Source: an optimization exercise on an open RTL-to-GDS flow (aim: small area, a short achievable clock period and few clock cycles per item). Production flows keep margins and buffers that such runs may drop.
At most, simulation tests tie the RTL to the original design; equivalence was not proved.

==> trial 7: inputs <==
==> flow/design.v (excerpt) <==
module joystick_to_arm_joint_rates (
  input  logic                             clk,
  input  logic                             rst_n,
  input  logic                             in_tvalid,
  output logic                             in_tready,
  input  logic [jaj_pkg::IN_DATA_W-1:0]    in_tdata,
  output logic                             out_tvalid,
  input  logic                             out_tready,
  output logic [jaj_pkg::OUT_DATA_W-1:0]   out_tdata,
  input  logic                             cfg_we,
  input  logic [jaj_pkg::CFG_ADDR_W-1:0]   cfg_addr,
  input  logic [jaj_pkg::CFG_DATA_W-1:0]   cfg_wdata
);
==> flow/config.mk <==
export PLATFORM = sky130hd
export DESIGN_NAME = joystick_to_arm_joint_rates
export DESIGN_NICKNAME = joystick_to_arm_joint_rates
export VERILOG_FILES = /design/flow/design.v
export SDC_FILE = /design/flow/constraint.sdc
export NUM_CORES = 4
export LEC_CHECK = 0
export ABC_AREA = 1
export CAP_MARGIN = 20
export CORE_MARGIN = 2
export CORE_UTILIZATION = 40
export SLEW_MARGIN = 20
==> flow/constraint.sdc <==
create_clock -name core_clock -period 6.0 [get_ports {clk}]
set_input_delay 1.2000 -clock core_clock [delete_from_list [all_inputs] [get_ports {clk}]]
set_output_delay 1.2000 -clock core_clock [all_outputs]
set_load 0.01 [all_outputs]
run.sh (not shown) runs the stock make flow with config.mk's settings and CLKGATE_MAP_FILE= SYNTH_SCRIPT=/design/flow/synth_recipe.tcl, a recipe that flattens the netlist after the stock synthesis.
==> build 44 (differences from trial 7) <==
--- a/flow/design.v
+++ b/flow/design.v
@@ -206,26 +206,26 @@
     else               lane[4] = tmag[15:0];
   end
   logic [7:0]        claw_pos_r, claw_pos_nxt;
   logic              latch_r, latch_nxt, claw_req, claw_lim;
   logic signed [8:0] cdiff, step;
   logic signed [9:0] up_tgt, dn_tgt, step_ext, pos_x;
   logic              up_ok, dn_ok;
   always_ff @(posedge clk) begin
-    step <= (cdiff + signed'({8'd0, cdiff[8]})) >>> 1;
+    step <= (cdiff + $signed({8'd0, cdiff[8]})) >>> 1;
   end
   always_comb begin
-    cdiff    = signed'({1'b0, claw_max_r}) - signed'({1'b0, claw_min_r});
+    cdiff    = $signed({1'b0, claw_max_r}) - $signed({1'b0, claw_min_r});
     step_ext = 10'(step);
-    pos_x    = signed'({2'b00, claw_pos_r});
+    pos_x    = $signed({2'b00, claw_pos_r});
     up_tgt   = pos_x + step_ext;
     dn_tgt   = pos_x - step_ext;
-    up_ok    = (up_tgt <= signed'({2'b00, claw_max_r})) && (up_tgt >= 0) && (up_tgt <= 255);
-    dn_ok    = (dn_tgt >= signed'({2'b00, claw_min_r})) && (dn_tgt >= 0) && (dn_tgt <= 255);
+    up_ok    = (up_tgt <= $signed({2'b00, claw_max_r})) && (up_tgt >= 0) && (up_tgt <= 255);
+    dn_ok    = (dn_tgt >= $signed({2'b00, claw_min_r})) && (dn_tgt >= 0) && (dn_tgt <= 255);
     claw_pos_nxt = claw_pos_r;
     latch_nxt    = latch_r;
     claw_req     = 1'b0;
     claw_lim     = 1'b0;
     if (bopen && !latch_r) begin
       latch_nxt = 1'b1;
       if (!up_ok) claw_lim = 1'b1;
       else if (step != 0) begin claw_pos_nxt = up_tgt[7:0]; claw_req = 1'b1; end
==> qor summary <==
| quantity | build 44 | trial 7 |
|---|---|---|
| Proportion of cell area spent on the clock network | 2.82% | 2.82% |
| Nets@finish | 10757 | 10757 |
| Data arrival time of the critical path | 6230 ps | 6230 ps |
| CTS tree | built | built |
| Routed length on met1 | 101000 µm | 101000 µm |
| Total number of yosys warnings | 3 | 3 |
| Result of the run | finished clean | finished clean |
| Worst rel slew slack | 31.1% | 31.1% |
| Starting density of the core | 40.2% | 40.2% |
| Startpoint of the most critical hold path | c_pay[24] | c_pay[24] |
| Clock transition at the registers of the reported paths | 60 ps | 60 ps |
| Xor/xnor share of the synthesized area | 12.9% | 12.9% |
| Met1 track utilization from global routing | 32.3% | 32.3% |
| Fraction of registers with async set or reset after synthesis | 0% | 0% |
| Io pins | 250 | 250 |
Testbench counts of trial 7, summed over its fixed seeds: cycles 8,251, items 8,000.
No functional check of the RTL was part of build 44.

## what the ideal ports hide
In the flow no input, the clock included, has a driving cell. The finished layouts below were timed again as built, in two steps.
Step 1, drivers: a clkbuf_16 drives clk and a buf_2 each remaining input, both assumed.
Step 2 also shifts input and output timing later by t, the mid clock arrival at the registers, as if the neighbouring blocks saw the same clock.
a / b / c = ideal / step 1 / step 2; a / b = the first two.
run | shift t [ns] | slack for setup (ns) | worst setup path at the end | worst register clock-pin slew, ns
trial 7 | 0.792 | 0.240 / 0.240 / 0.240 | register to register | 0.07 / 0.07
build 44 | 0.792 | 0.240 / 0.240 / 0.240 | register to register | 0.07 / 0.07
After both steps every run listed still meets setup and hold.
